Context: an optimization exercise on an open-source flow, tuned for small area, a short achievable clock period and few clock cycles per item. The choices shown serve that exercise and are no tape-out recipe.
Where RTL was checked, it was by simulation tests only, not by an equivalence proof against the original.
No functional check of the RTL was part of runs 1 to 3.
Power figures rest on the tool's default switching activity, not on a simulated workload.

## design.v

```verilog
`timescale 1ns / 1ps
package acl_pkg;
	localparam int ENTRIES = 16;
	localparam int IDX_W   = 4;
	localparam int IP_W    = 32;
	localparam int MAC_W   = 48;
	localparam int SLOT_W  = 4;
	localparam int CFG_W   = 32;
	localparam logic CFG_OWN_IP = 1'b0;
	localparam logic CFG_MASK   = 1'b1;
	localparam logic CMD_LOOKUP = 1'b0;
	localparam logic CMD_LEARN  = 1'b1;
endpackage
`timescale 1ns / 1ps
module acl_cell (
	input  logic                       clk,
	input  logic                       we,
	input  logic [acl_pkg::IP_W-1:0]   wr_ip,
	input  logic [acl_pkg::MAC_W-1:0]  wr_mac,
	input  logic [acl_pkg::IP_W-1:0]   cmp_ip,
	output logic                       eq,
	output logic [acl_pkg::MAC_W-1:0]  mac
);
	logic [acl_pkg::IP_W-1:0] ip_q;
	logic [acl_pkg::MAC_W-1:0] mac_q;
	always_ff @(posedge clk) begin
		if (we) begin
			ip_q  <= wr_ip;
			mac_q <= wr_mac;
		end
	end
	assign eq  = (ip_q == cmp_ip);
	assign mac = mac_q;
endmodule
`timescale 1ns / 1ps
module arp_cache_lru_unit (
	input  logic              clk,
	input  logic              arst_n,
	input  logic              in_valid,
	output logic              in_stall,
	input  logic              command,
	input  logic [acl_pkg::IP_W-1:0]   ip_addr,
	input  logic [acl_pkg::MAC_W-1:0]  mac_addr,
	output logic              out_valid,
	input  logic              out_stall,
	output logic [acl_pkg::MAC_W-1:0]  found_mac,
	output logic              hit,
	output logic              is_bcast,
	output logic [acl_pkg::SLOT_W-1:0] slot_used,
	input  logic              cfg_we,
	input  logic              cfg_index,
	input  logic [acl_pkg::CFG_W-1:0]  cfg_data
);
	localparam int N     = acl_pkg::ENTRIES;
	localparam int IP_W  = acl_pkg::IP_W;
	localparam int MAC_W = acl_pkg::MAC_W;
	logic [IP_W-1:0]  own_ip_q;
	logic [IP_W-1:0]  mask_q;
	logic             w_vld_q;
	logic             w_cmd_q;
	logic             w_learn_q;      
	logic             w_mac_nz_q;
	logic             w_mac_n1_q;
	logic             w_bcast_q;
	logic             w_same_q;       
	logic [N-1:0]     w_match_q;      
	logic             w_hitraw_q;     
	logic             w_mvict_q;      
	logic [IP_W-1:0]  w_ip_q;
	logic [MAC_W-1:0] w_mac_q;
	logic             prev_any_q;     
	logic             prev_evict_q;   
	logic [N-1:0]     used_q;
	logic [3:0]       lru_q [N];
	logic             out_valid_q;
	logic [MAC_W-1:0] found_q;
	logic             hit_q;
	logic             bcast_q;
	logic [3:0]       slot_q;
	logic             stall;
	logic             in_xfer;
	logic [N-1:0]     eq;
	logic [MAC_W-1:0] ent_mac [N];
	logic [N-1:0]     in_match;
	logic             in_same;
	logic             in_bcast;
	logic             w_acc;
	logic             w_hit;
	logic             wr_hit;
	logic             wr_miss;
	logic [N-1:0]     first_empty;
	logic [N-1:0]     lru_dec [N];
	logic [N-1:0]     oldest;
	logic [N-1:0]     pos_hit;
	logic [N-1:0]     shift;
	logic [N-1:0]     alt;
	logic [N-1:0]     target;
	logic [N-1:0]     we;
	logic [3:0]       tgt_idx;
	logic [MAC_W-1:0] sel_mac;
	logic [MAC_W-1:0] res_found;
	logic             res_hit;
	logic             res_bcast;
	logic [3:0]       res_slot;
	assign stall    = out_valid_q && out_stall;
	assign in_stall = out_stall;
	assign in_xfer  = in_valid && !out_stall;
	always_ff @(posedge clk or negedge arst_n) begin
		if (!arst_n) begin
			own_ip_q <= '0;
			mask_q   <= '0;
		end else if (cfg_we) begin
			if (cfg_index == acl_pkg::CFG_MASK) mask_q <= cfg_data;
			else                                own_ip_q <= cfg_data;
		end
	end
	for (genvar g = 0; g < N; g++) begin : g_ent
		acl_cell u_cell (
			.clk    (clk),
			.we     (we[g]),
			.wr_ip  (w_ip_q),
			.wr_mac (w_mac_q),
			.cmp_ip (ip_addr),
			.eq     (eq[g]),
			.mac    (ent_mac[g])
		);
	end
	assign in_match = eq & used_q;
	assign in_same  = (ip_addr == w_ip_q);
	assign in_bcast = (ip_addr == '1) ||
		((mask_q != '0) && (ip_addr == (own_ip_q | ~mask_q)));
	always_ff @(posedge clk or negedge arst_n) begin
		if (!arst_n) begin
			w_vld_q      <= 1'b0;
			prev_any_q   <= 1'b0;
			prev_evict_q <= 1'b0;
		end else if (!stall) begin
			w_vld_q      <= in_xfer;
			prev_any_q   <= w_vld_q && w_acc;
			prev_evict_q <= w_vld_q && w_acc && !w_hit && used_q[N-1];
		end
	end
	always_ff @(posedge clk) begin
		if (in_xfer) begin
			w_cmd_q    <= command;
			w_learn_q  <= (command == acl_pkg::CMD_LEARN) && (ip_addr != '0);
			w_mac_nz_q <= (mac_addr != '0);
			w_mac_n1_q <= (mac_addr != '1);
			w_bcast_q  <= in_bcast;
			w_same_q   <= in_same;
			w_match_q  <= (in_match & ~we) | (we & {N{in_same}});
			w_hitraw_q <= |in_match;
			w_mvict_q  <= |(in_match & oldest);
			w_ip_q     <= ip_addr;
			w_mac_q    <= mac_addr;
		end
	end
	assign w_acc = w_learn_q && w_mac_nz_q && w_mac_n1_q;
	assign w_hit = (w_same_q && prev_any_q) || (w_hitraw_q && !(w_mvict_q && prev_evict_q));
	always_comb begin
		for (int i = 0; i < N; i++) begin
			first_empty[i] = !used_q[i] && ((i == 0) || used_q[(i == 0) ? 0 : i-1]);
		end
		for (int m = 0; m < N; m++) begin
			lru_dec[m] = N'(1) << lru_q[m];
		end
	end
	assign oldest  = lru_dec[0];
	assign alt     = used_q[N-1] ? oldest : first_empty;
	assign wr_hit  = w_vld_q && w_acc && w_hit;
	assign wr_miss = w_vld_q && w_acc && !w_hit;
	assign we      = ({N{wr_hit}} & w_match_q) | ({N{wr_miss}} & alt);
	assign target  = w_hit ? w_match_q : alt;
	always_ff @(posedge clk or negedge arst_n) begin
		if (!arst_n) begin
			used_q <= '0;
		end else if (!stall) begin
			used_q <= used_q | we;
		end
	end
	always_comb begin
		for (int m = 0; m < N; m++) begin
			pos_hit[m] = used_q[N-1-m] && |(lru_dec[m] & w_match_q);
		end
		for (int m = 0; m < N; m++) begin
			shift[m] = wr_miss || (wr_hit && |(pos_hit & ~(N'('1) << (m + 1))));
		end
	end
	always_ff @(posedge clk) begin
		if (!stall) begin
			for (int m = 0; m < N-1; m++) begin
				if (shift[m]) lru_q[m] <= lru_q[m+1];
			end
			if (shift[N-1]) lru_q[N-1] <= tgt_idx;
		end
	end
	always_comb begin
		tgt_idx = '0;
		sel_mac = '0;
		for (int i = 0; i < N; i++) begin
			if (target[i])    tgt_idx = tgt_idx | 4'(i);
			if (w_match_q[i]) sel_mac = sel_mac | ent_mac[i];
		end
	end
	always_comb begin
		if (w_cmd_q == acl_pkg::CMD_LOOKUP) begin
			res_found = w_bcast_q ? '1 : sel_mac;
			res_hit   = w_bcast_q || w_hit;
			res_bcast = w_bcast_q;
			res_slot  = (w_bcast_q || !w_hit) ? 4'd0 : tgt_idx;
		end else begin
			res_found = '0;
			res_hit   = w_acc;
			res_bcast = 1'b0;
			res_slot  = w_acc ? tgt_idx : 4'd0;
		end
	end
	always_ff @(posedge clk or negedge arst_n) begin
		if (!arst_n) begin
			out_valid_q <= 1'b0;
			found_q     <= '0;
			hit_q       <= 1'b0;
			bcast_q     <= 1'b0;
			slot_q      <= '0;
		end else if (!stall) begin
			out_valid_q <= w_vld_q;
			found_q     <= res_found;
			hit_q       <= res_hit;
			bcast_q     <= res_bcast;
			slot_q      <= res_slot;
		end
	end
	assign out_valid = out_valid_q;
	assign found_mac = found_q;
	assign hit       = hit_q;
	assign is_bcast  = bcast_q;
	assign slot_used = slot_q;
endmodule
```

## run.sh

```bash
#!/bin/bash
# synth_recipe.tcl (not shown) runs the flow's synth.tcl, then flattens the netlist and writes it again
# the make line also repeats each setting of config.mk as NAME=value (left out here)
make -C /OpenROAD-flow-scripts/flow DESIGN_CONFIG=/design/flow/config.mk WORK_HOME=/design/flow/orfs CLKGATE_MAP_FILE= SYNTH_SCRIPT=/design/flow/synth_recipe.tcl finish
```

## config.mk

```make
export PLATFORM = sky130hd
export DESIGN_NAME = arp_cache_lru_unit
export DESIGN_NICKNAME = arp_cache_lru_unit
export VERILOG_FILES = /design/flow/design.v
export SDC_FILE = /design/flow/constraint.sdc
export NUM_CORES = 4
export LEC_CHECK = 0
export ABC_AREA = 1
export CAP_MARGIN = 20
export CORE_MARGIN = 2
export CORE_UTILIZATION = 40
export SETUP_SLACK_MARGIN = 2.6
export SLEW_MARGIN = 20
```

## constraint.sdc

```tcl
create_clock -name core_clock -period 5.0 [get_ports {clk}]
set_input_delay 1.0000 -clock core_clock [delete_from_list [all_inputs] [get_ports {clk}]]
set_output_delay 1.0000 -clock core_clock [all_outputs]
set_load 0.01 [all_outputs]
```

==> impl_metrics.py, run 1 <==
metrics = {
    "run_status": {
        "status": "timing/DRC/antenna clean",
    },
    "placement": {
        "port_buffers": 174,
        "hpwl_um": 136000,
        "gp_congestion": 0.921,
    },
    "grt": {
        "antenna_found_initial": 12,
        "grt_use_total_pct": 27.6,
        "grt_pass1_vias": 45000,
        "grt_start_max_net_pins": 81,
        "overflow": 0,
        "grt_pass1_wl_um": 331000,
    },
    "critical_path": {
        "end_kind": "flip-flop",
        "crit_chain": "buf_6, buf_6, nor2_4, buf_6, nand2_4, nor2_4, nand2_2, o311ai_2, o21ai_2, nor2_4, buf_12, buf_12, clkbuf_16",
        "critPathKind": "flip-flop to flip-flop",
        "slowest_delay_ns": 0.43,
        "slowest_stage": "edfxtp_1",
        "arrival_ns": 3.05,
        "start_kind": "flip-flop",
        "worst-path-buf-inv": 6,
        "worstPathRequired_ns": 5.53,
        "critical_path.max_fanout": 8,
        "cpLargestDelayFamily": "buffers and inverters",
    },
    "route": {
        "ant_nets": 0,
        "drt-wirelength-per-cell_um": 29.6,
        "drt-initial-drc-count": 7569,
        "wl_um": 245000,
        "drt_first_pass_iters": 6,
        "num_vias": 49500,
        "via_per_inst": 5.97,
        "drc": 0,
    },
    "sta": {
        "tightest_slew_ns": 1.03,
        "tns_ns": 0,
        "maxSlewViolCount": 0,
        "relSlewSlack_pct": 31.0,
        "worst_clock_skew_ns": 0.0545,
        "setup_violations": 0,
        "rsz0062_at_grt": "yes",
        "timing.fmax_ghz": 0.397,
        "fin_crit_ns": 2.52,
        "fin_hold_ws_ns": 0.202,
        "timing.final.crit_share_pct": 50.4,
        "hold_viol": 0,
    },
    "final_layout": {
        "multiInputGateArea_um2": 17600,
        "fin_util_pct": 49.6,
        "final-seq-area_um2": 47000,
        "syn_to_final_growth_pct": 23.1,
        "num-fill-cells": 14200,
        "nets": 6067,
        "drive_gt1_share_pct": 16.7,
    },
    "cts": {
        "clk_latency_ns": 0.84,
        "cts.htree.levels": 4,
        "clock-sinks": 1586,
        "cts_tree": "yes",
        "path_clk_slew_ns": 0.06,
        "cts_max_path_buffers": 3,
        "clock-root-buffer": "clkbuf_16",
        "numCtsBuffers": 165,
    },
    "floorplanning": {
        "ios": 175,
        "placeableCoreArea_um2": 165000,
        "die_w_um": 411,
        "rows": 149,
        "die_height_um": 411,
        "die_area_um2": 169000,
        "floorplan.initialDensity_pct": 40.3,
    },
    "logic_synthesis": {
        "synthDistinctLibCells": 57,
        "synth.top_cell.area_share_pct": 65.5,
        "yosys.cell_count.top_type": "edfxtp_1",
        "synth_common_cells": "edfxtp_1, nand2_1, nor2_1",
        "avgSynthCellArea_um2": 12.3,
        "seq_area_frac_synth_pct": 70.7,
        "yosysWarnings": 7,
        "synth_fp_nets": 5535,
        "synth_area_um2": 66400,
        "synthesis.instances": 5416,
        "synth_edf_count": 1448,
        "synth.largest_area_cell": "edfxtp_1",
        "yosys-top-cells-area": "edfxtp_1, nand2_1, dfrtp_1",
        "ys.flop_type": "edfxtp_1",
        "async_flop_share_pct": 8.70,
        "ys_ff_latch": 1586,
    },
    "power": {
        "power_uw": 29300,
        "cellLeakagePower_uw": 0.0292,
        "p_per_area_nw_per_um2": 358,
        "ir_worst_vdd_uv": 386,
    },
    "run": {
        "maxCapViolCount": 0,
    },
    "worst_hold_path": {
        "hp-class": "input pin to async pin",
    },
}
-- power breakdown --
group | total (uW) | internal, uW | leakage, uW | switching (uW)
logic | 1860 | 612 | 0.0119 | 1240
clock network | 12500 | 7200 | 0.00265 | 5270
registers | 14900 | 14700 | 0.0147 | 233
total | 29300 | 22500 | 0.0292 | 6750
-- registers in the layout, summed over array words and instances (netlist names), 32 cells and up --
| signal | flops |
|---|---|
| g_ent.u_cell.mac_q | 768 |
| g_ent.u_cell.ip_q | 512 |
| lru_q | 64 |
| found_q | 48 |
| w_mac_q | 48 |
| mask_q | 32 |
| own_ip_q | 32 |
| w_ip_q | 32 |
-- metrics by stage --
stage / worst slack [ns] / area [um2] / instances
CTS: 2.49 / 79200 / 8126
floorplan: 2.03 / 66700 / 5416
detailed placement: 0.934 / 71100 / 7663
finish: 2.48 / 81700 / 8278
global route: 2.38 / 81700 / 8275
global placement: 0.929 / 71100 / 7662
-- cell usage in the layout (no fill, tap or decap), types with 127 or more instances in the layout --
master / n
dfrtp_1: 127
nand3_1: 274
nand4_1: 288
edfxtp_1: 1448
clkbuf_16: 191
nor2_1: 331
o21ai_0: 230
nand2_1: 1168
buf_4: 274
inv_1: 252
-- cells by family after synthesis --
group	after synthesis	share of synthesized area (%)
AO/OA/AOI/OAI	713	6.95
buffers and inverters	588	4.07
AND/OR/NAND/NOR	2316	15.5
XOR/XNOR	213	2.81
flip-flops	1586	70.7
-- metal layers --
layer,track usage (%),routed length (um),vias up
li1,-,-,20700
met1,37.6,93200,24500
met2,42.0,109000,3564
met3,6.74,31000,647
met4,11.8,12100,6
met5,0,41,-
-- area by class of cell --
class / instances / area share (%)
clock buffers: 227 / 5.54
inverters: 308 / 2.01
well taps: 2189 / 3.35
multi-input cells: 3244 / 21.6
diodes: 4 / 0.0122
flip-flops and latches: 1586 / 57.4
repair buffers: 637 / 8.87
clock inverters: 77 / 1.12
repair inverters: 6 / 0.0674
-- timing repair --
item | 4_1_cts | 5_1_grt
endpoints found under the hold margin | 0 | 0
pin swaps | 32 | 43
setup endpoints to repair | 1476 | 982
resized for setup | 517 | 242
cloned | 20 | 32
setup buffers | 139 | 116
hold buffers | 0 | 0
-- worst paths after layout --
| kind | start | to | slack, ns | cells past startpoint |
|---|---|---|---|---|
| max | lru_q[0][1] | g_ent[8].u_cell.mac_q[30] | 2.48 | 13 |
| min | arst_n | found_q[24] | 0.20 | 1 |
| max reg2reg | lru_q[0][1] | g_ent[8].u_cell.mac_q[30] | 2.48 | 13 |
| min reg2reg | lru_q[11][3] | lru_q[10][3] | 0.47 | 0 |
| max in group asynchronous | arst_n | used_q[15] | 3.83 | 2 |
| min in group core_clock | lru_q[11][3] | lru_q[10][3] | 0.47 | 0 |
==> run 2, diff against run 1 <==
--- a/design.v
+++ b/design.v
@@ -14,7 +14,8 @@
 `timescale 1ns / 1ps
 module acl_cell (
 	input  logic                       clk,
-	input  logic                       we,
+	input  logic                       we_ip,
+	input  logic                       we_mac,
 	input  logic [acl_pkg::IP_W-1:0]   wr_ip,
 	input  logic [acl_pkg::MAC_W-1:0]  wr_mac,
 	input  logic [acl_pkg::IP_W-1:0]   cmp_ip,
@@ -24,10 +25,8 @@
 	logic [acl_pkg::IP_W-1:0] ip_q;
 	logic [acl_pkg::MAC_W-1:0] mac_q;
 	always_ff @(posedge clk) begin
-		if (we) begin
-			ip_q  <= wr_ip;
-			mac_q <= wr_mac;
-		end
+		if (we_ip)  ip_q  <= wr_ip;
+		if (we_mac) mac_q <= wr_mac;
 	end
 	assign eq  = (ip_q == cmp_ip);
 	assign mac = mac_q;
@@ -71,7 +70,8 @@
 	logic             prev_any_q;     
 	logic             prev_evict_q;   
 	logic [N-1:0]     used_q;
-	logic [3:0]       lru_q [N];
+	logic [3:0]       lru_q [1:N-1];
+	logic [N-1:0]     oldest_q;       
 	logic             out_valid_q;
 	logic [MAC_W-1:0] found_q;
 	logic             hit_q;
@@ -89,13 +89,14 @@
 	logic             wr_hit;
 	logic             wr_miss;
 	logic [N-1:0]     first_empty;
-	logic [N-1:0]     lru_dec [N];
+	logic [3:0]       match_idx;
 	logic [N-1:0]     oldest;
 	logic [N-1:0]     pos_hit;
 	logic [N-1:0]     shift;
 	logic [N-1:0]     alt;
 	logic [N-1:0]     target;
 	logic [N-1:0]     we;
+	logic [N-1:0]     we_ip;
 	logic [3:0]       tgt_idx;
 	logic [MAC_W-1:0] sel_mac;
 	logic [MAC_W-1:0] res_found;
@@ -117,7 +118,8 @@
 	for (genvar g = 0; g < N; g++) begin : g_ent
 		acl_cell u_cell (
 			.clk    (clk),
-			.we     (we[g]),
+			.we_ip  (we_ip[g]),
+			.we_mac (we[g]),
 			.wr_ip  (w_ip_q),
 			.wr_mac (w_mac_q),
 			.cmp_ip (ip_addr),
@@ -161,15 +163,13 @@
 		for (int i = 0; i < N; i++) begin
 			first_empty[i] = !used_q[i] && ((i == 0) || used_q[(i == 0) ? 0 : i-1]);
 		end
-		for (int m = 0; m < N; m++) begin
-			lru_dec[m] = N'(1) << lru_q[m];
-		end
-	end
-	assign oldest  = lru_dec[0];
+	end
+	assign oldest  = oldest_q;
 	assign alt     = used_q[N-1] ? oldest : first_empty;
 	assign wr_hit  = w_vld_q && w_acc && w_hit;
 	assign wr_miss = w_vld_q && w_acc && !w_hit;
 	assign we      = ({N{wr_hit}} & w_match_q) | ({N{wr_miss}} & alt);
+	assign we_ip   = {N{wr_miss}} & alt;
 	assign target  = w_hit ? w_match_q : alt;
 	always_ff @(posedge clk or negedge arst_n) begin
 		if (!arst_n) begin
@@ -179,8 +179,13 @@
 		end
 	end
 	always_comb begin
-		for (int m = 0; m < N; m++) begin
-			pos_hit[m] = used_q[N-1-m] && |(lru_dec[m] & w_match_q);
+		match_idx = '0;
+		for (int i = 0; i < N; i++) begin
+			if (w_match_q[i]) match_idx = match_idx | 4'(i);
+		end
+		pos_hit[0] = used_q[N-1] && |(oldest_q & w_match_q);
+		for (int m = 1; m < N; m++) begin
+			pos_hit[m] = used_q[N-1-m] && (lru_q[m] == match_idx);
 		end
 		for (int m = 0; m < N; m++) begin
 			shift[m] = wr_miss || (wr_hit && |(pos_hit & ~(N'('1) << (m + 1))));
@@ -188,7 +193,8 @@
 	end
 	always_ff @(posedge clk) begin
 		if (!stall) begin
-			for (int m = 0; m < N-1; m++) begin
+			if (shift[0]) oldest_q <= N'(1) << lru_q[1];
+			for (int m = 1; m < N-1; m++) begin
 				if (shift[m]) lru_q[m] <= lru_q[m+1];
 			end
 			if (shift[N-1]) lru_q[N-1] <= tgt_idx;
--- a/config.mk
+++ b/config.mk
@@ -9,5 +9,5 @@
 export CAP_MARGIN = 20
 export CORE_MARGIN = 2
 export CORE_UTILIZATION = 40
-export SETUP_SLACK_MARGIN = 2.6
+export SETUP_SLACK_MARGIN = 2.8
 export SLEW_MARGIN = 20
==> run 2 against run 1 <==
Net effect: still clean; clock-buffer cell count increased by 4; register-to-register slack hardly changed; setup slack got worse by 0.010 ns; maximum frequency shrank 0.39%; die area decreased by 2.3%; critical endpoint is now lru_q[14][2].
==> impl_metrics.py, run 2 <==
metrics = {
    "route": {
        "via_per_inst": 5.73,
        "drc": 0,
        "drt_first_pass_iters": 7,
        "num_vias": 46500,
        "ant_nets": 0,
        "drt-wirelength-per-cell_um": 29.5,
        "drt-initial-drc-count": 6665,
        "wl_um": 239000,
    },
    "floorplanning": {
        "floorplan.initialDensity_pct": 40.3,
        "placeableCoreArea_um2": 161000,
        "rows": 147,
        "die_w_um": 407,
        "die_area_um2": 165000,
        "ios": 175,
        "die_height_um": 407,
    },
    "logic_synthesis": {
        "synth_compound_area_share_pct": 5.62,
        "yosysWarnings": 5,
        "synth.largest_area_cell": "edfxtp_1",
        "ys.flop_type": "edfxtp_1",
        "yosys.cell_count.top_type": "edfxtp_1",
        "synthDistinctLibCells": 51,
        "seq_area_frac_synth_pct": 72.9,
        "yosys-top-cells-area": "edfxtp_1, nand2_1, dfrtp_1",
        "muxShareOfSynthArea_pct": 0.0154,
        "synth_top_family_by_area": "simple AND/OR/NAND/NOR gates",
        "avgSynthCellArea_um2": 12.4,
        "ys_ff_latch": 1598,
        "synth_edf_count": 1460,
        "synth_area_um2": 64900,
        "synth_common_cells": "edfxtp_1, nand2_1, nor2_1",
        "synthesis.instances": 5222,
        "synth_fa_ha_area_share_pct": 0,
        "async_flop_share_pct": 8.64,
        "synth-simple-area-share_pct": 14.7,
        "synth_xor_area_share_pct": 3.48,
        "synth_fp_nets": 5341,
        "synth.top_cell.area_share_pct": 67.6,
    },
    "final_layout": {
        "layout_commonest_cell": "edfxtp_1",
        "syn_to_final_growth_pct": 24.5,
        "nets": 5931,
        "reg.largest.list": "g_ent.u_cell.mac_q: 768 flops, g_ent.u_cell.ip_q: 512 flops, lru_q: 60 flops",
        "top_register": "g_ent.u_cell.mac_q",
        "drive_gt1_share_pct": 18.9,
        "layout_common_cells": "edfxtp_1, nand2_1, buf_4",
        "largest_register_ffs": 768,
    },
    "power": {
        "p_per_area_nw_per_um2": 367,
        "cellLeakagePower_uw": 0.0291,
        "power_uw": 29600,
        "ir_worst_vdd_uv": 372,
    },
    "cts": {
        "clock-sinks": 1598,
        "path_clk_slew_ns": 0.07,
        "cts.htree.levels": 4,
        "clock-root-buffer": "clkbuf_16",
        "clk_latency_ns": 0.85,
        "postCtsHoldBufs": 0,
        "cts_tree": "yes",
        "cts_max_path_buffers": 3,
        "numCtsBuffers": 170,
    },
    "placement": {
        "port_buffers": 174,
        "gp_congestion": 0.970,
        "hpwl_um": 134000,
    },
    "critical_path": {
        "critical_path.max_fanout": 5,
        "arrival_ns": 3.05,
        "start_kind": "flip-flop",
        "critPathKind": "flip-flop to flip-flop",
        "end_kind": "flip-flop",
        "r2r_setup_slack_ns": 2.47,
        "worstPathRequired_ns": 5.52,
    },
    "grt": {
        "antenna_found_initial": 16,
        "grt_start_max_net_pins": 105,
        "grt_pass1_vias": 43200,
        "grt_pass1_wl_um": 330000,
        "overflow": 0,
        "grt_use_total_pct": 28.6,
    },
    "sta": {
        "maxSlewViolCount": 0,
        "timing.fmax_ghz": 0.395,
        "fin_hold_ws_ns": 0.210,
        "relSlewSlack_pct": 37.7,
        "fin_crit_ns": 2.53,
        "tns_ns": 0,
        "timing.final.crit_share_pct": 50.6,
        "setup_violations": 0,
        "hold_viol": 0,
        "tightest_slew_ns": 0.934,
        "rsz0062_at_grt": "yes",
        "worst_clock_skew_ns": 0.101,
    },
    "run": {
        "maxCapViolCount": 0,
    },
    "worst_hold_path": {
        "hp-class": "input pin to async pin",
    },
    "run_status": {
        "status": "timing/DRC/antenna clean",
    },
}
[run 2: path summary, 6_finish.rpt]
check                               from           end  cells past startpoint
max                        w_match_q[13]  lru_q[14][2]                     14
min                               arst_n  own_ip_q[19]                      1
max reg2reg                w_match_q[13]  lru_q[14][2]                     14
min reg2reg                  lru_q[4][1]   lru_q[3][1]                      0
max in group asynchronous         arst_n     used_q[9]                      2
min in group core_clock      lru_q[4][1]   lru_q[3][1]                      0
[run 2: logic make-up after synthesis]
logic type	Yosys count
and+or+nand+nor	2254
AOI/OAI and AO/OA	613
muxes	1
buffers and inverters	498
DFF	1598
xor gates and xnor gates	258
[run 2: worst max-delay path, stage by stage (launching register included)]
cell and delay (ns):
edfxtp_1 0.53, buf_12 0.20, nor2_4 0.15, nand2_4 0.09
buf_4 0.15, o21ai_1 0.14, nand2_2 0.09, nand3_4 0.11
nor2_4 0.05, nor2_4 0.16, nand2_2 0.08, nor2_2 0.12
nand2_2 0.09, nand2_4 0.16, nand3_4 0.12
[run 2: through the flow]
stage                     instance area, um2  instances  utilization, %  setup slack, ns
after floorplan                        65200       5222               -             2.03
after global placement                 69700       7476            43.4            0.429
after detailed placement               69800       7478            43.4            0.402
after CTS                              79300       8031            49.3             2.50
after global routing                   80700       8116            50.2             2.38
final                                  80700       8116            50.2             2.47
[run 2: repair_timing]
action | 4_1_cts | 5_1_grt
gates resized for setup | 751 | 213
setup buffers | 203 | 76
pin swaps | 79 | 69
cloned | 35 | 8
endpoints found under the setup margin | 1491 | 694
[run 2: area by class of cell]
class	instances	area (um2)
repair buffers	628	6900
inverters	267	1300
diodes	1	2.50
clock inverters	84	940
clock buffers	231	4650
multi-input cells	3137	16800
fillers	13900	80000
repair inverters	10	72.6
well taps	2160	2700
flip-flops and latches	1598	47300
[run 2: where the power goes]
group	leakage (uW)	internal [uW]	switching (uW)
sequential	0.0148	14800	248
combinational	0.0116	676	1270
clock	0.00270	7030	5540
total	0.0291	22500	7050
[run 2: per-layer routing]
metal  track usage [%]  share of wire (%)  vias to the layer above
met1              40.4                 39                    23200
met3              6.64                 13                      591
met5                 0             0.0067                        -
met2              42.3                 43                     3072
met4              12.1                4.9                        2
li1                  -                  -                    19600
==> run 3, diff against run 2 <==
--- a/config.mk
+++ b/config.mk
@@ -9,5 +9,5 @@
 export CAP_MARGIN = 20
 export CORE_MARGIN = 2
 export CORE_UTILIZATION = 40
-export SETUP_SLACK_MARGIN = 2.8
+export SETUP_SLACK_MARGIN = 2.6
 export SLEW_MARGIN = 20
==> run 3 against run 2 <==
Net effect: core utilization is 0.60 points lower; clock skew shrank 0.040 ns; sequential share of layout area increased by 0.70 points; flip-flop and latch count did not move.
==> impl_metrics.py, run 3 <==
metrics = {
    "critical_path": {
        "start_kind": "input pin",
        "worstPathRequired_ns": 5.52,
        "critPathKind": "input pin to flip-flop",
        "end_kind": "flip-flop",
        "arrival_ns": 3.02,
        "critical_path.max_fanout": 3,
    },
    "final_layout": {
        "final_area_um2": 79800,
        "fin_util_pct": 49.6,
        "nets": 5868,
        "drive_gt1_share_pct": 16.9,
        "top_register": "g_ent.u_cell.mac_q",
        "largest_register_ffs": 768,
        "layout_common_cells": "edfxtp_1, nand2_1, o21ai_0",
        "layout_commonest_cell": "edfxtp_1",
        "syn_to_final_growth_pct": 23.0,
        "reg.largest.list": "g_ent.u_cell.mac_q: 768 flops, g_ent.u_cell.ip_q: 512 flops, lru_q: 60 flops",
        "fin_cells": 8053,
        "num-fill-cells": 13900,
    },
    "floorplanning": {
        "die_area_um2": 165000,
        "rows": 147,
        "die_w_um": 407,
        "die_height_um": 407,
        "placeableCoreArea_um2": 161000,
        "floorplan.initialDensity_pct": 40.3,
        "ios": 175,
    },
    "cts": {
        "cts.htree.levels": 4,
        "clock-root-buffer": "clkbuf_16",
        "clock-sinks": 1598,
        "cts_max_path_buffers": 3,
        "postCtsHoldBufs": 0,
        "path_clk_slew_ns": 0.06,
        "clk_latency_ns": 0.85,
        "numCtsBuffers": 167,
        "cts_tree": "yes",
    },
    "route": {
        "drc": 0,
        "top_layer": "met5",
        "ant_nets": 0,
        "num_vias": 45700,
        "wl_met2_um": 102000,
        "drt-wirelength-per-cell_um": 28.8,
        "route.met3.wl_um": 27200,
        "wl_met1_um": 90700,
        "wl_um": 232000,
        "via_per_inst": 5.68,
        "drt_first_pass_iters": 6,
        "drt-initial-drc-count": 6543,
    },
    "grt": {
        "grt_start_max_net_pins": 105,
        "antenna_found_initial": 8,
        "overflow": 0,
        "grt_pass1_vias": 42600,
        "grt_pass1_wl_um": 319000,
        "grt_use_total_pct": 27.5,
    },
    "logic_synthesis": {
        "yosys.cell_count.top_type": "edfxtp_1",
        "synth_fp_nets": 5341,
        "ys_ff_latch": 1598,
        "synth.largest_area_cell": "edfxtp_1",
        "ys.flop_type": "edfxtp_1",
        "yosysWarnings": 5,
        "synthDistinctLibCells": 51,
        "seq_area_frac_synth_pct": 72.9,
        "synth_common_cells": "edfxtp_1, nand2_1, nor2_1",
        "synth.top_cell.area_share_pct": 67.6,
        "yosys-top-cells-area": "edfxtp_1, nand2_1, dfrtp_1",
        "async_flop_share_pct": 8.64,
        "avgSynthCellArea_um2": 12.4,
        "synth_area_um2": 64900,
        "synthesis.instances": 5222,
        "synth_edf_count": 1460,
    },
    "placement": {
        "dp.cells": 7488,
        "port_buffers": 174,
        "hpwl_um": 134000,
        "gp_congestion": 0.961,
        "dpl-instance-area_um2": 69800,
    },
    "worst_hold_path": {
        "hp-class": "input pin to async pin",
    },
    "sta": {
        "tns_ns": 0,
        "hold_viol": 0,
        "fin_crit_ns": 2.50,
        "tightest_slew_ns": 1.03,
        "timing.final.crit_share_pct": 49.9,
        "setup_violations": 0,
        "maxSlewViolCount": 0,
        "rsz0062_at_grt": "yes",
        "relSlewSlack_pct": 31.4,
        "timing.fmax_ghz": 0.401,
        "worst_clock_skew_ns": 0.0616,
    },
    "run": {
        "maxCapViolCount": 0,
    },
    "power": {
        "ir_worst_vdd_uv": 324,
        "p_per_area_nw_per_um2": 371,
        "cellLeakagePower_uw": 0.0288,
        "power_uw": 29600,
    },
    "run_status": {
        "status": "timing/DRC/antenna clean",
    },
}
-- run 3: cell count changes in the layout (fill, tap and decap cells not counted), sizes merged, moves of 4 or more --
cell | previous run | this run
clkbuf | 251 | 217
dlygate4sd2 | 12 | 8
bufinv | 10 | 18
inv | 253 | 247
clkdlybuf4s50 | 76 | 85
nor2 | 357 | 353
clkinv | 83 | 87
buf | 505 | 451
clkinvlp | 15 | 24
dlymetal6s2s | 1 | 11
-- run 3: final timing paths --
path | startpoint | to | slack (ns) | depth (start not counted)
min in group core_clock | w_ip_q[7] | g_ent[1].u_cell.ip_q[7] | 0.45 | 0
worst min-delay path | arst_n | own_ip_q[18] | 0.17 | 1
worst max register to register | used_q[0] | w_mvict_q | 2.52 | 12
worst max-delay path | mac_addr[14] | w_mac_nz_q | 2.50 | 4
worst min register to register | w_ip_q[7] | g_ent[1].u_cell.ip_q[7] | 0.45 | 0
max in group asynchronous | arst_n | found_q[2] | 3.61 | 2
-- run 3: logic make-up after synthesis --
kind of cell	count (synthesis)	synth area share (%)
AND/OR/NAND/NOR	2254	14.7
flip-flops	1598	72.9
AO/OA/AOI/OAI	613	5.62
buffers and inverters	498	3.31
XOR/XNOR	258	3.48
multiplexers	1	0.0154
-- run 3: metrics by stage --
stage                     worst slack (ns)  hold WS [ns]
after floorplan                       2.03         0.426
after global placement               0.831         0.432
after detailed placement             0.803         0.435
after CTS                             2.51         0.190
after global routing                  2.44         0.211
final                                 2.50         0.171
-- run 3: routing by layer --
metal	GRT usage, %	vias to the layer above
met4	12.6	2
met2	41.1	2907
li1	-	19500
met3	6.38	587
met1	38.1	22800
met5	0	-
-- run 3: repair_timing --
item                                    in CTS  in global routing
pin swaps                                   50                 59
endpoints found under the setup margin    1508                751
buffers inserted                           159                 63
gates cloned                                17                 10
resized for setup                          595                186
-- run 3: where the power goes --
part	leakage, uW	switching (uW)	internal, uW	total [uW]
clock network	0.00272	5500	7160	12700
registers	0.0148	261	14800	15100
logic	0.0113	1220	635	1860
total	0.0288	6990	22600	29600
-- run 3: layout make-up --
cell class | instances | area [um2] | share of cell area (%)
Sequential cell | 1598 | 47300 | 59.3
Multi-Input combinational cell | 3132 | 16500 | 20.7
Timing Repair Buffer | 579 | 6390 | 8.01
Clock buffer | 207 | 4420 | 5.54
Tap cell | 2160 | 2700 | 3.39
Clock inverter | 105 | 1210 | 1.52
Inverter | 267 | 1210 | 1.52
Timing Repair inverter | 4 | 31.3 | 0.0392
Antenna cell | 1 | 2.50 | 0.00314
-- run 3: critical path, stage by stage --
cell	delay, ns
clkdlybuf4s50_1	0.66
nor4_2	0.51
nand4_1	0.27
or3_1	0.56
==> run 4, diff against run 3 <==
--- a/design.v
+++ b/design.v
@@ -152,7 +152,7 @@
 			w_same_q   <= in_same;
 			w_match_q  <= (in_match & ~we) | (we & {N{in_same}});
 			w_hitraw_q <= |in_match;
-			w_mvict_q  <= |(in_match & oldest);
+			w_mvict_q  <= |(eq & oldest);
 			w_ip_q     <= ip_addr;
 			w_mac_q    <= mac_addr;
 		end
==> run 4 against run 3 <==
Net effect: wire length is 10% lower; sequential share of layout area is 0.91 points higher; first-iteration DRC count is 22% lower; highest routed layer unchanged; clock-buffer cell count is 23 higher; maximum frequency is 0.30% higher; core utilization is 0.70 points lower; global-route usage is 2.8 points lower; critical path type is now flip-flop to flip-flop; synthesized area is 0.19% lower; cell area is 1.5% lower.
==> impl_metrics.py, run 4 <==
metrics = {
    "placement": {
        "gp_congestion": 0.890,
        "dp.cells": 7234,
        "dpl-instance-area_um2": 69600,
        "hpwl_um": 116000,
        "port_buffers": 174,
    },
    "power": {
        "power_uw": 29100,
        "ir_worst_vdd_uv": 318,
        "cellLeakagePower_uw": 0.0279,
        "p_per_area_nw_per_um2": 370,
    },
    "grt": {
        "overflow": 0,
        "grt_use_total_pct": 24.6,
        "grt_pass1_vias": 40300,
        "busiest_layer": "met2",
        "grt.met2_usage_pct": 38.2,
        "grt_start_max_net_pins": 82,
        "use_met3_pct": 4.14,
        "antenna_found_initial": 6,
        "grt_pass1_wl_um": 291000,
        "use_met1_pct": 35.3,
    },
    "run": {
        "maxCapViolCount": 0,
    },
    "sta": {
        "tns_ns": 0,
        "tightest_slew_ns": 1.03,
        "maxSlewViolCount": 0,
        "relSlewSlack_pct": 31.4,
        "setup_violations": 0,
        "worst_clock_skew_ns": 0.0550,
        "hold_viol": 0,
        "fin_crit_ns": 2.49,
        "timing.fmax_ghz": 0.402,
        "timing.final.crit_share_pct": 49.8,
        "rsz0062_at_grt": "yes",
    },
    "critical_path": {
        "r2r_end": "lru_q[14][0]",
        "slowest_stage": "edfxtp_1",
        "critical_path.max_fanout": 5,
        "arrival_ns": 3.01,
        "rr_startpoint": "w_match_q[11]",
        "critPathKind": "flip-flop to flip-flop",
        "r2r_setup_slack_ns": 2.51,
        "worstPathRequired_ns": 5.53,
        "end_kind": "flip-flop",
        "ff2ff_path_depth": 15,
        "slowest_delay_ns": 0.46,
        "crit_chain": "buf_6, nor2_4, nand2_4, buf_6, buf_4, o21ai_2, nand2_1, nand3_2, nor2_2, nor2_4, nand2_2, nor2_2, nand2_2, nand2_4, nand3_4",
        "start_kind": "flip-flop",
    },
    "logic_synthesis": {
        "synth_compound_area_share_pct": 3.72,
        "synth_top_family_by_area": "simple AND/OR/NAND/NOR gates",
        "synth_xor_area_share_pct": 5.45,
        "seq_area_frac_synth_pct": 73.1,
        "synth_fp_nets": 5110,
        "async_flop_share_pct": 8.64,
        "ys_ff_latch": 1598,
        "synthDistinctLibCells": 49,
        "yosys-top-cells-area": "edfxtp_1, nand2_1, dfrtp_1",
        "synth.largest_area_cell": "edfxtp_1",
        "synth-simple-area-share_pct": 14.6,
        "muxShareOfSynthArea_pct": 0.232,
        "synthesis.instances": 4991,
        "ys.flop_type": "edfxtp_1",
        "yosys.cell_count.top_type": "edfxtp_1",
        "synth_area_um2": 64700,
        "avgSynthCellArea_um2": 13.0,
        "yosysWarnings": 5,
        "synth.top_cell.area_share_pct": 67.7,
        "synth_fa_ha_area_share_pct": 0,
        "synth_common_cells": "edfxtp_1, nand2_1, xnor2_1",
        "synth_edf_count": 1460,
    },
    "route": {
        "via_per_inst": 5.50,
        "drt-initial-drc-count": 5088,
        "drt_first_pass_iters": 7,
        "drc": 0,
        "drt-wirelength-per-cell_um": 26.7,
        "wl_um": 208000,
        "num_vias": 42800,
        "ant_nets": 0,
    },
    "final_layout": {
        "layout_commonest_cell": "edfxtp_1",
        "top_register": "g_ent.u_cell.mac_q",
        "nets": 5604,
        "largest_register_ffs": 768,
        "fin_cells": 7785,
        "drive_gt1_share_pct": 17.3,
        "syn_to_final_growth_pct": 21.3,
        "layout_common_cells": "edfxtp_1, nand2_1, xnor2_1",
        "fin_util_pct": 48.9,
        "final_area_um2": 78500,
        "reg.largest.list": "g_ent.u_cell.mac_q: 768 flops, g_ent.u_cell.ip_q: 512 flops, lru_q: 60 flops",
    },
    "cts": {
        "clock-sinks": 1598,
        "cts_tree": "yes",
        "numCtsBuffers": 169,
        "path_clk_slew_ns": 0.06,
        "cts_max_path_buffers": 3,
        "clock-root-buffer": "clkbuf_16",
        "clk_latency_ns": 0.83,
        "cts.htree.levels": 4,
    },
    "floorplanning": {
        "rows": 147,
        "die_w_um": 406,
        "floorplan.initialDensity_pct": 40.3,
        "die_height_um": 406,
        "ios": 175,
        "placeableCoreArea_um2": 161000,
        "die_area_um2": 165000,
    },
    "run_status": {
        "status": "timing/DRC/antenna clean",
    },
    "worst_hold_path": {
        "hp-class": "input pin to async pin",
    },
}
-- run 4: kinds of logic after synthesis --
kind of cell	Yosys count
flip-flops	1598
XOR/XNOR	402
multiplexers	15
AND/OR/NAND/NOR	2155
AO/OA/AOI/OAI	373
buffers and inverters	448
-- run 4: timing repair --
| item | in CTS | in global routing |
|---|---|---|
| pin swaps | 28 | 40 |
| hold buffers | 0 | 0 |
| resized for setup | 550 | 139 |
| gates cloned | 22 | 12 |
| buffers inserted | 168 | 38 |
| setup endpoints to repair | 1460 | 816 |
-- run 4: routing by layer --
layer	vias up	share of wire (%)
li1	18600	-
met1	21600	42
met2	2185	45
met3	391	9.4
met4	4	3.4
met5	-	0.032
-- run 4: worst max-delay path by stage --
stage	to	startpoint
after floorplan	w_bcast_q	in_valid
after global placement	w_learn_q	ip_addr[22]
after detailed placement	w_learn_q	ip_addr[1]
after CTS	g_ent[0].u_cell.mac_q[42]	w_mac_nz_q
after global routing	lru_q[14][0]	w_match_q[11]
final	lru_q[14][0]	w_match_q[11]
-- run 4: per-stage QoR --
| stage | worst slack, ns | hold slack (ns) |
|---|---|---|
| after global placement | 0.844 | 0.436 |
| after CTS | 2.48 | 0.258 |
| final | 2.51 | 0.210 |
| after detailed placement | 0.877 | 0.437 |
| after floorplan | 2.03 | 0.426 |
| after global routing | 2.41 | 0.272 |
-- run 4: critical path, delay by kind of cell, from the launching register on --
kind	cells	cell delay, ns
AO/OA/AOI/OAI	1	0.10
buffers and inverters	3	0.43
flip-flops	1	0.46
AND/OR/NAND/NOR	11	1.25
-- run 4: final cells by class --
cell class                      count  area [um2]
Sequential cell                  1598       47300
Tap cell                         2160        2700
Multi-Input combinational cell   2950       16500
Fill cell                       13800       82000
Timing Repair inverter             12        87.6
Timing Repair Buffer              529        5540
Clock buffer                      230        4530
Clock inverter                     79         888
Inverter                          225        1020
Antenna cell                        2        5.00
-- run 4: power by group --
| part | leakage [uW] | switching [uW] | internal (uW) | total (uW) |
|---|---|---|---|---|
| sequential | 0.0148 | 246 | 14800 | 15100 |
| clock | 0.00260 | 5360 | 6940 | 12300 |
| combinational | 0.0105 | 1070 | 617 | 1680 |
Testbench counts of run 4, summed over its fixed seeds: cycles 8,016, items 8,000.
==> run 5, diff against run 4 <==
--- a/config.mk
+++ b/config.mk
@@ -9,5 +9,7 @@
 export CAP_MARGIN = 20
 export CORE_MARGIN = 2
 export CORE_UTILIZATION = 40
+export CTS_CLUSTER_DIAMETER = 120
+export CTS_CLUSTER_SIZE = 20
 export SETUP_SLACK_MARGIN = 2.6
 export SLEW_MARGIN = 20
==> run 5 against run 4 <==
Net effect: register-to-register slack is essentially flat; flip-flop and latch count did not move; sequential share of layout area is 1.7 points higher; clock-buffer cell count is 81 lower; worst hold slack better by 0.035 ns; core utilization down 1.4 points; critical path type unchanged; critical endpoint is now lru_q[12][0].
==> impl_metrics.py, run 5 <==
metrics = {
    "sta": {
        "fin_hold_ws_ns": 0.244,
        "hold_viol": 0,
        "maxSlewViolCount": 0,
        "timing.fmax_ghz": 0.401,
        "worst_clock_skew_ns": 0.0994,
        "relSlewSlack_pct": 30.8,
        "fin_crit_ns": 2.49,
        "tns_ns": 0,
        "tightest_slew_ns": 1.04,
        "setup_violations": 0,
        "timing.final.crit_share_pct": 49.9,
        "rsz0062_at_grt": "yes",
    },
    "route": {
        "ant_nets": 0,
        "drc": 0,
        "drt-initial-drc-count": 5355,
        "drt_first_pass_iters": 5,
        "wl_um": 207000,
        "num_vias": 42500,
        "via_per_inst": 5.54,
        "drt-wirelength-per-cell_um": 27.0,
    },
    "final_layout": {
        "nets": 5553,
        "reg.largest.list": "g_ent.u_cell.mac_q: 768 flops, g_ent.u_cell.ip_q: 512 flops, lru_q: 60 flops",
        "drive_gt1_share_pct": 16.3,
        "largest_register_ffs": 768,
        "num-fill-cells": 13900,
        "layout_commonest_cell": "edfxtp_1",
        "multiInputGateArea_um2": 16600,
        "syn_to_final_growth_pct": 18.0,
        "final-seq-area_um2": 47300,
        "top_register": "g_ent.u_cell.mac_q",
        "layout_common_cells": "edfxtp_1, nand2_1, buf_4",
    },
    "cts": {
        "numCtsBuffers": 91,
        "cts_max_path_buffers": 3,
        "path_clk_slew_ns": 0.09,
        "clock-sinks": 1598,
        "cts.htree.levels": 3,
        "cts_tree": "yes",
        "clk_latency_ns": 0.78,
        "clock-root-buffer": "clkbuf_16",
        "postCtsHoldBufs": 0,
    },
    "critical_path": {
        "crit_top_cell": "nor2_4",
        "slowest_stage": "edfxtp_1",
        "critical_path.max_fanout": 5,
        "critPathKind": "flip-flop to flip-flop",
        "worst-path-buf-inv": 3,
        "start_kind": "flip-flop",
        "worstPathRequired_ns": 5.44,
        "slowest_delay_ns": 0.56,
        "end_kind": "flip-flop",
        "crit_chain": "nor2_4, nand2_4, nor2_4, buf_6, buf_8, buf_12, nand2_1, a21oi_1, nand3_2, nand3_4, nor2_2, nand2_2, nand2_8, o21ai_4",
        "cpLargestDelayFamily": "simple AND/OR/NAND/NOR gates",
        "arrival_ns": 2.94,
    },
    "logic_synthesis": {
        "yosysWarnings": 5,
        "synth_edf_count": 1460,
        "synthDistinctLibCells": 49,
        "yosys.cell_count.top_type": "edfxtp_1",
        "seq_area_frac_synth_pct": 73.1,
        "ys_ff_latch": 1598,
        "synth_common_cells": "edfxtp_1, nand2_1, xnor2_1",
        "yosys-top-cells-area": "edfxtp_1, nand2_1, dfrtp_1",
        "ys.flop_type": "edfxtp_1",
        "synth_fp_nets": 5110,
        "synth_area_um2": 64700,
        "synthesis.instances": 4991,
        "synth.largest_area_cell": "edfxtp_1",
        "async_flop_share_pct": 8.64,
        "synth.top_cell.area_share_pct": 67.7,
        "avgSynthCellArea_um2": 13.0,
    },
    "grt": {
        "grt_pass1_wl_um": 288000,
        "overflow": 0,
        "grt_pass1_vias": 39700,
        "grt_start_max_net_pins": 82,
        "antenna_found_initial": 6,
        "grt_use_total_pct": 24.4,
    },
    "power": {
        "cellLeakagePower_uw": 0.0268,
        "power_uw": 24800,
        "ir_worst_vdd_uv": 290,
        "p_per_area_nw_per_um2": 324,
    },
    "floorplanning": {
        "die_area_um2": 165000,
        "die_height_um": 406,
        "placeableCoreArea_um2": 161000,
        "die_w_um": 406,
        "floorplan.initialDensity_pct": 40.3,
        "ios": 175,
        "rows": 147,
    },
    "placement": {
        "hpwl_um": 116000,
        "port_buffers": 174,
        "gp_congestion": 0.890,
    },
    "worst_hold_path": {
        "hp-class": "input pin to async pin",
    },
    "run": {
        "maxCapViolCount": 0,
    },
    "run_status": {
        "status": "timing/DRC/antenna clean",
    },
}
run 5: metrics by stage:
| stage | util (%) | setup slack (ns) | cells | cell area, um2 |
|---|---|---|---|---|
| 5_1_grt | 47.6 | 2.38 | 7662 | 76400 |
| 3_5_place_dp | 43.4 | 0.877 | 7234 | 69600 |
| 6_report | 47.6 | 2.51 | 7664 | 76400 |
| 2_1_floorplan | - | 2.03 | 4991 | 64900 |
| 4_1_cts | 46.8 | 2.52 | 7595 | 75200 |
| 3_3_place_gp | 43.3 | 0.844 | 7232 | 69600 |
run 5: timing repair:
item / 4_1_cts / 5_1_grt
cloned: 22 / 12
resized for setup: 560 / 142
setup endpoints to repair: 1460 / 419
pin swaps: 31 / 53
buffers inserted: 178 / 55
run 5: where the power goes:
group | switching (uW) | total, uW | internal (uW)
clock | 4460 | 8000 | 3550
combinational | 1080 | 1700 | 625
sequential | 239 | 15000 | 14800
total | 5770 | 24800 | 19000
run 5: logic make-up after synthesis:
group | synth area share, %
simple gates | 14.6
flops | 73.1
buf+inv | 2.93
xor+xnor | 5.45
compound gates | 3.72
mux | 0.232
run 5: worst paths after layout:
kind	slack [ns]	from	cells past startpoint	end
worst max-delay path	2.51	w_match_q[14]	14	lru_q[12][0]
worst min-delay path	0.24	arst_n	1	own_ip_q[5]
worst max register to register	2.51	w_match_q[14]	14	lru_q[12][0]
worst min register to register	0.46	lru_q[13][3]	0	lru_q[12][3]
max in group asynchronous	3.69	arst_n	2	found_q[36]
min in group core_clock	0.46	lru_q[13][3]	0	lru_q[12][3]
run 5: layout make-up:
cell class / instances / area share, %
Clock inverter: 12 / 0.316
Antenna cell: 2 / 0.00655
Multi-Input combinational cell: 2949 / 21.7
Clock buffer: 149 / 3.27
Tap cell: 2160 / 3.54
Timing Repair Buffer: 558 / 7.73
Inverter: 225 / 1.37
Sequential cell: 1598 / 61.9
Timing Repair inverter: 11 / 0.108
run 5: routing by layer:
layer	wire length, um	share of wire, %	GRT usage [%]
met1	87200	42	35.3
met2	93900	45	37.8
met3	18900	9.1	3.71
met4	7240	3.5	7.75
met5	47	0.023	0
==> run 6, diff against run 5 <==
--- a/config.mk
+++ b/config.mk
@@ -11,5 +11,5 @@
 export CORE_UTILIZATION = 40
 export CTS_CLUSTER_DIAMETER = 120
 export CTS_CLUSTER_SIZE = 20
-export SETUP_SLACK_MARGIN = 2.6
+export SETUP_SLACK_MARGIN = 2.8
 export SLEW_MARGIN = 20
==> run 6 against run 5 <==
Net effect: via count rose by 0.95%; cell area rose by 0.99%; power fell by 0.13%; combinational power rose by 5%; final cell count rose by 0.60%; clock-buffer cell count fell by 5; worst hold slack improved by 0.025 ns; largest power group unchanged; highest routed layer unchanged.
==> impl_metrics.py, run 6 <==
metrics = {
    "cts": {
        "clock-root-buffer": "clkbuf_16",
        "clock-sinks": 1598,
        "cts_max_path_buffers": 3,
        "cts_tree": "yes",
        "clk_latency_ns": 0.76,
        "numCtsBuffers": 90,
        "path_clk_slew_ns": 0.09,
        "cts.htree.levels": 3,
        "postCtsHoldBufs": 0,
    },
    "grt": {
        "antenna_found_initial": 7,
        "grt_use_total_pct": 25.2,
        "grt_pass1_vias": 40000,
        "grt_start_max_net_pins": 78,
        "overflow": 0,
        "grt_pass1_wl_um": 295000,
    },
    "power": {
        "ir_worst_vdd_uv": 267,
        "power_uw": 24700,
        "cellLeakagePower_uw": 0.0271,
        "p_per_area_nw_per_um2": 320,
    },
    "run_status": {
        "status": "timing/DRC/antenna clean",
    },
    "critical_path": {
        "worstPathRequired_ns": 5.50,
        "r2r_end": "lru_q[5][3]",
        "start_kind": "flip-flop",
        "worst-path-buf-inv": 3,
        "crit_chain": "buf_4, buf_6, buf_16, nand2_1, nand4_1, nor2_1, nand2_1, nand2_2, nand2_2, nor2_4, nand2_4, nor2_4, nand2_2, nor2_2, nor2_4",
        "slowest_delay_ns": 0.44,
        "r2r_setup_slack_ns": 2.40,
        "end_kind": "flip-flop",
        "critical_path.max_fanout": 25,
        "slowest_stage": "edfxtp_1",
        "cpLargestDelayFamily": "simple AND/OR/NAND/NOR gates",
        "ff2ff_path_depth": 15,
        "rr_startpoint": "w_match_q[15]",
        "arrival_ns": 3.10,
        "critPathKind": "flip-flop to flip-flop",
    },
    "final_layout": {
        "top_register": "g_ent.u_cell.mac_q",
        "layout_commonest_cell": "edfxtp_1",
        "reg.largest.list": "g_ent.u_cell.mac_q: 768 flops, g_ent.u_cell.ip_q: 512 flops, lru_q: 60 flops",
        "drive_gt1_share_pct": 18.0,
        "nets": 5604,
        "layout_common_cells": "edfxtp_1, nand2_1, buf_4",
        "syn_to_final_growth_pct": 19.1,
        "largest_register_ffs": 768,
    },
    "placement": {
        "hpwl_um": 121000,
        "gp_congestion": 0.912,
        "port_buffers": 174,
        "place_ws_ns": 0.941,
    },
    "logic_synthesis": {
        "synth.largest_area_cell": "edfxtp_1",
        "synth_edf_count": 1460,
        "avgSynthCellArea_um2": 13.0,
        "yosys-top-cells-area": "edfxtp_1, nand2_1, dfrtp_1",
        "synth_area_um2": 64700,
        "yosysWarnings": 5,
        "ys_ff_latch": 1598,
        "async_flop_share_pct": 8.64,
        "seq_area_frac_synth_pct": 73.1,
        "synthDistinctLibCells": 49,
        "synth_common_cells": "edfxtp_1, nand2_1, xnor2_1",
        "yosys.cell_count.top_type": "edfxtp_1",
        "synth_fp_nets": 5110,
        "ys.flop_type": "edfxtp_1",
        "synthesis.instances": 4991,
        "synth.top_cell.area_share_pct": 67.7,
    },
    "sta": {
        "timing.fmax_ghz": 0.385,
        "hold_viol": 0,
        "relSlewSlack_pct": 30.9,
        "rsz0062_at_grt": "yes",
        "timing.final.crit_share_pct": 51.9,
        "worst_clock_skew_ns": 0.0587,
        "fin_crit_ns": 2.60,
        "tns_ns": 0,
        "maxSlewViolCount": 0,
        "setup_violations": 0,
        "tightest_slew_ns": 1.03,
        "fin_ws_ns": 2.40,
    },
    "route": {
        "via_per_inst": 5.56,
        "wl_met2_um": 96400,
        "drt-initial-drc-count": 5424,
        "ant_nets": 0,
        "wl_um": 213000,
        "route.met3.wl_um": 21000,
        "num_vias": 42900,
        "drt_first_pass_iters": 6,
        "wl_met1_um": 88000,
        "drc": 0,
        "drt-wirelength-per-cell_um": 27.6,
        "top_layer": "met5",
    },
    "floorplanning": {
        "die_height_um": 406,
        "placeableCoreArea_um2": 161000,
        "ios": 175,
        "rows": 147,
        "die_area_um2": 165000,
        "die_w_um": 406,
        "floorplan.initialDensity_pct": 40.3,
    },
    "worst_hold_path": {
        "hp-class": "input pin to async pin",
    },
    "run": {
        "maxCapViolCount": 0,
    },
}
run 6: cell counts after synthesis:
No cell type changed its count.
run 6: worst max path at each step:
stage	from	endpoint	slack (ns)	cells after the start
final	w_match_q[15]	lru_q[5][3]	2.40	15
after CTS	w_match_q[11]	lru_q[9][2]	2.49	14
after global placement	ip_addr[27]	w_hitraw_q	0.89	11
after floorplan	in_valid	w_bcast_q	2.03	2
after global routing	w_match_q[7]	lru_q[15][0]	2.35	14
after detailed placement	ip_addr[27]	w_hitraw_q	0.94	11
run 6: logic make-up (layout without fill, tap and decap cells):
group,Yosys count,after routing,synth area share [%]
xor+xnor,402,402,5.45
simple gates,2155,2162,14.6
buf+inv,448,995,2.93
other cells,0,5,0
flops,1598,1598,73.1
compound gates,373,373,3.72
mux,15,15,0.232
run 6: power by group:
group / total (uW) / internal [uW] / leakage (uW) / switching, uW
logic: 1780 / 661 / 0.0111 / 1120
clock network: 7900 / 3460 / 0.00126 / 4430
registers: 15000 / 14800 / 0.0148 / 237
run 6: metrics by stage:
step | hold WS, ns | std cells | utilization, % | area, um2
finish | 0.269 | 7710 | 48.0 | 77100
global route | 0.332 | 7705 | 48.0 | 77100
CTS | 0.296 | 7619 | 47.1 | 75700
detailed placement | 0.434 | 7241 | 43.4 | 69700
global placement | 0.433 | 7239 | 43.4 | 69600
floorplan | 0.426 | 4991 | - | 65200
run 6: what timing repair did:
item,4_1_cts,5_1_grt
endpoints found under the hold margin,0,0
setup endpoints to repair,1577,981
pin swaps,69,50
resized for setup,690,193
cloned,28,13
setup buffers,198,73
run 6: layout make-up:
class                   count  area (um2)
diodes                      5        12.5
clock buffers             144        2480
clock inverters             8         174
fillers                 13800       83400
inverters                 225        1040
multi-input cells        2952       16700
flip-flops and latches   1598       47300
well taps                2160        2700
repair buffers            610        6670
repair inverters            8        61.3
run 6: routing by layer:
layer	GRT usage [%]	up-vias
met5	0	-
met4	7.34	6
met3	4.17	393
met2	39.3	2191
met1	36.2	21700
li1	-	18600
==> run 7, diff against run 6 <==
--- a/config.mk
+++ b/config.mk
@@ -10,6 +10,6 @@
 export CORE_MARGIN = 2
 export CORE_UTILIZATION = 40
 export CTS_CLUSTER_DIAMETER = 120
-export CTS_CLUSTER_SIZE = 20
-export SETUP_SLACK_MARGIN = 2.8
+export CTS_CLUSTER_SIZE = 25
+export SETUP_SLACK_MARGIN = 2.4
 export SLEW_MARGIN = 20
==> run 7 against run 6 <==
Net effect: flip-flop and latch count unchanged; final cell count decreased by 1.8%; synthesized cell count unchanged; via count decreased by 1.6%; non-clock buffer count decreased by 117; core utilization decreased by 1.5 points; worst hold slack improved by 0.013 ns; critical path depth decreased by 11; clock-buffer cell count decreased by 25; synthesized area unchanged; clock skew increased by 0.019 ns; sequential power about the same.
==> impl_metrics.py, run 7 <==
metrics = {
    "cts": {
        "cts.htree.levels": 3,
        "numCtsBuffers": 75,
        "clk_latency_ns": 0.75,
        "cts_max_path_buffers": 3,
        "postCtsHoldBufs": 0,
        "cts_tree": "yes",
        "path_clk_slew_ns": 0.11,
        "clock-root-buffer": "clkbuf_16",
        "clock-sinks": 1598,
    },
    "sta": {
        "fin_crit_ns": 2.61,
        "fin_hold_ws_ns": 0.283,
        "timing.fmax_ghz": 0.383,
        "tightest_slew_ns": 1.14,
        "maxSlewViolCount": 0,
        "hold_viol": 0,
        "timing.final.crit_share_pct": 52.2,
        "rsz0062_at_grt": "yes",
        "tns_ns": 0,
        "worst_clock_skew_ns": 0.0777,
        "relSlewSlack_pct": 23.8,
        "setup_violations": 0,
    },
    "critical_path": {
        "critPathKind": "flip-flop to flip-flop",
        "worst-path-buf-inv": 1,
        "worstPathRequired_ns": 5.36,
        "r2r_end": "g_ent[5].u_cell.ip_q[9]",
        "start_kind": "flip-flop",
        "slowest_delay_ns": 0.95,
        "rr_startpoint": "used_q[4]",
        "r2r_setup_slack_ns": 2.39,
        "critical_path.max_fanout": 14,
        "end_kind": "flip-flop",
        "crit_end": "g_ent[5].u_cell.ip_q[9]",
        "critical_path.startpoint": "used_q[4]",
        "ff2ff_path_depth": 4,
        "arrival_ns": 2.97,
        "worst-path-stages": 4,
        "crit_chain": "inv_1, o31ai_1, nand2_2, nor2_2",
        "slowest_stage": "nor2_2",
        "cpLargestDelayFamily": "simple AND/OR/NAND/NOR gates",
    },
    "logic_synthesis": {
        "synth.top_cell.area_share_pct": 67.7,
        "seq_area_frac_synth_pct": 73.1,
        "synthesis.instances": 4991,
        "synth_edf_count": 1460,
        "synth.largest_area_cell": "edfxtp_1",
        "synthDistinctLibCells": 49,
        "ys_ff_latch": 1598,
        "yosysWarnings": 5,
        "async_flop_share_pct": 8.64,
        "synth_area_um2": 64700,
        "synth_fp_nets": 5110,
        "yosys-top-cells-area": "edfxtp_1, nand2_1, dfrtp_1",
        "avgSynthCellArea_um2": 13.0,
        "ys.flop_type": "edfxtp_1",
        "yosys.cell_count.top_type": "edfxtp_1",
        "synth_common_cells": "edfxtp_1, nand2_1, xnor2_1",
    },
    "floorplanning": {
        "floorplan.initialDensity_pct": 40.3,
        "rows": 147,
        "die_height_um": 406,
        "die_w_um": 406,
        "die_area_um2": 165000,
        "placeableCoreArea_um2": 161000,
        "ios": 175,
    },
    "final_layout": {
        "syn_to_final_growth_pct": 15.5,
        "largest_register_ffs": 768,
        "layout_commonest_cell": "edfxtp_1",
        "nets": 5475,
        "reg.largest.list": "g_ent.u_cell.mac_q: 768 flops, g_ent.u_cell.ip_q: 512 flops, lru_q: 60 flops",
        "layout_common_cells": "edfxtp_1, nand2_1, xnor2_1",
        "fin_cells": 7571,
        "top_register": "g_ent.u_cell.mac_q",
        "drive_gt1_share_pct": 13.0,
    },
    "run_status": {
        "status": "timing/DRC/antenna clean",
    },
    "route": {
        "drt-wirelength-per-cell_um": 27.6,
        "via_per_inst": 5.57,
        "wl_um": 209000,
        "num_vias": 42200,
        "drt-initial-drc-count": 5318,
        "ant_nets": 0,
        "drc": 0,
        "drt_first_pass_iters": 6,
    },
    "power": {
        "internal-power_uw": 18300,
        "power_switching_uw": 5640,
        "ir_worst_vdd_uv": 288,
        "p_per_area_nw_per_um2": 320,
        "clkPwrFrac_pct": 30.3,
        "p_comb_share_pct": 6.8,
        "seqPwrFrac_pct": 62.9,
        "swShare_pct": 23.6,
        "cellLeakagePower_uw": 0.0260,
    },
    "placement": {
        "port_buffers": 174,
        "dp.cells": 7249,
        "gp_congestion": 0.892,
        "hpwl_um": 120000,
    },
    "grt": {
        "grt_pass1_wl_um": 288000,
        "grt_use_total_pct": 24.6,
        "grt_start_max_net_pins": 77,
        "overflow": 0,
        "antenna_found_initial": 4,
        "grt_pass1_vias": 38400,
    },
    "run": {
        "maxCapViolCount": 0,
    },
    "worst_hold_path": {
        "hp-class": "input pin to async pin",
    },
}
run 7: per-layer routing:
layer  vias to the layer above  wire, um  global-route usage [%]  share of wire, %
met3                       257     20700                    3.95               9.9
li1                      18300         -                       -                 -
met5                         -        10                       0            0.0048
met2                      2169     95300                    38.4                46
met1                     21500     87100                    35.8                42
met4                         2      6030                    6.17               2.9
run 7: timing repair:
action,4_1_cts,5_1_grt
setup endpoints to repair,1466,856
gates cloned,19,13
resized for setup,234,138
buffers inserted,88,70
pin swaps,18,37
run 7: how the worst min path moves through the flow:
stage                             from      endpoint  slack [ns]  cells after the start
after floorplan           lru_q[12][3]  lru_q[11][3]        0.43                      0
after global placement    lru_q[14][2]  lru_q[13][2]        0.43                      0
after detailed placement  lru_q[13][3]  lru_q[12][3]        0.44                      0
after CTS                       arst_n  own_ip_q[27]        0.30                      1
after global routing            arst_n  own_ip_q[28]        0.33                      1
final                           arst_n  own_ip_q[28]        0.28                      1
run 7: kinds of logic (layout without fill, tap and decap cells):
logic type,Yosys count,count (layout),synth area share [%]
XOR/XNOR,402,402,5.45
AO/OA/AOI/OAI,373,373,3.72
buffers and inverters,448,862,2.93
other,0,2,0
AND/OR/NAND/NOR,2155,2159,14.6
flip-flops,1598,1598,73.1
multiplexers,15,15,0.232
run 7: final cells by class:
class,instances,area (um2)
tap,2160,2700
inverter,225,961
multi-input combinational,2949,16200
fill,14200,85800
sequential,1598,47300
timing repair inverter,14,105
timing repair buffer,493,5260
antenna,2,5.00
clock buffer,119,2040
clock inverter,11,215
run 7: worst register-to-register path, delay by kind of cell (launching register included):
family                 cells  cell delay (ns)
AOI/OAI and AO/OA          1             0.30
and+or+nand+nor            2             1.21
DFF                        1             0.58
buffers and inverters      1             0.12
run 7: power by group through the flow:
| stage | Clock, uW | Sequential (uW) | Combinational [uW] |
|---|---|---|---|
| global placement | 0 | 15300 | 1500 |
| finish | 7270 | 15100 | 1620 |
| global route | 7760 | 15100 | 1720 |
| CTS | 7350 | 15000 | 1550 |
| detailed placement | 0 | 15400 | 1510 |
| floorplan | 0 | 15300 | 707 |
run 7: stage by stage:
| stage | instance area [um2] | utilization [%] | setup WS (ns) | total power, uW |
|---|---|---|---|---|
| final | 74800 | 46.6 | 2.39 | 23900 |
| after global routing | 74800 | 46.6 | 2.34 | 24600 |
| after CTS | 73500 | 45.8 | 2.24 | 23900 |
| after detailed placement | 69700 | 43.4 | 1.05 | 16900 |
| after global placement | 69700 | 43.4 | 1.06 | 16900 |
| after floorplan | 64800 | - | 2.01 | 16000 |

## static timing again, ports no longer ideal
Ports are ideal in the flow. The routed layouts listed here were re-timed in OpenROAD. Step 1 assumes that a clkbuf_16 drives the clock port and a buf_2 every other input. Step 2 times the ports against the registers' clock, not the clock port: input delays grow and output delays shrink by t, the midpoint of the rising clock arrivals with the driver on. Slacks: no drivers / after step 1 / after step 2; pairs: no drivers / after step 1.
run | t (ns) | setup WS [ns] | worst setup path at the end | slew at the worst register clock pin (ns) | worst data-port slew with drivers (ns)
run 1 | 0.889 | 2.479 / 2.468 / 1.706 | input to register | 0.06 / 0.06 | 0.05
run 2 | 0.881 | 2.469 / 2.465 / 1.939 | input to register | 0.07 / 0.07 | 0.06
run 3 | 0.892 | 2.504 / 2.467 / 1.668 | input to register | 0.07 / 0.07 | 0.04
run 4 | 0.881 | 2.512 / 2.497 / 1.687 | input to register | 0.07 / 0.07 | 0.13
run 5 | 0.808 | 2.506 / 2.499 / 1.837 | input to register | 0.10 / 0.10 | 0.13
run 6 | 0.819 | 2.404 / 2.404 / 1.995 | input to register | 0.10 / 0.10 | 0.07
run 7 | 0.792 | 2.391 / 2.366 / 1.666 | input to register | 0.11 / 0.11 | 0.12
After both steps setup and hold are still met in every run listed. The setup slack of run 3, which loses most, moves by -0.037 ns with the drivers and by -0.836 ns with both steps.
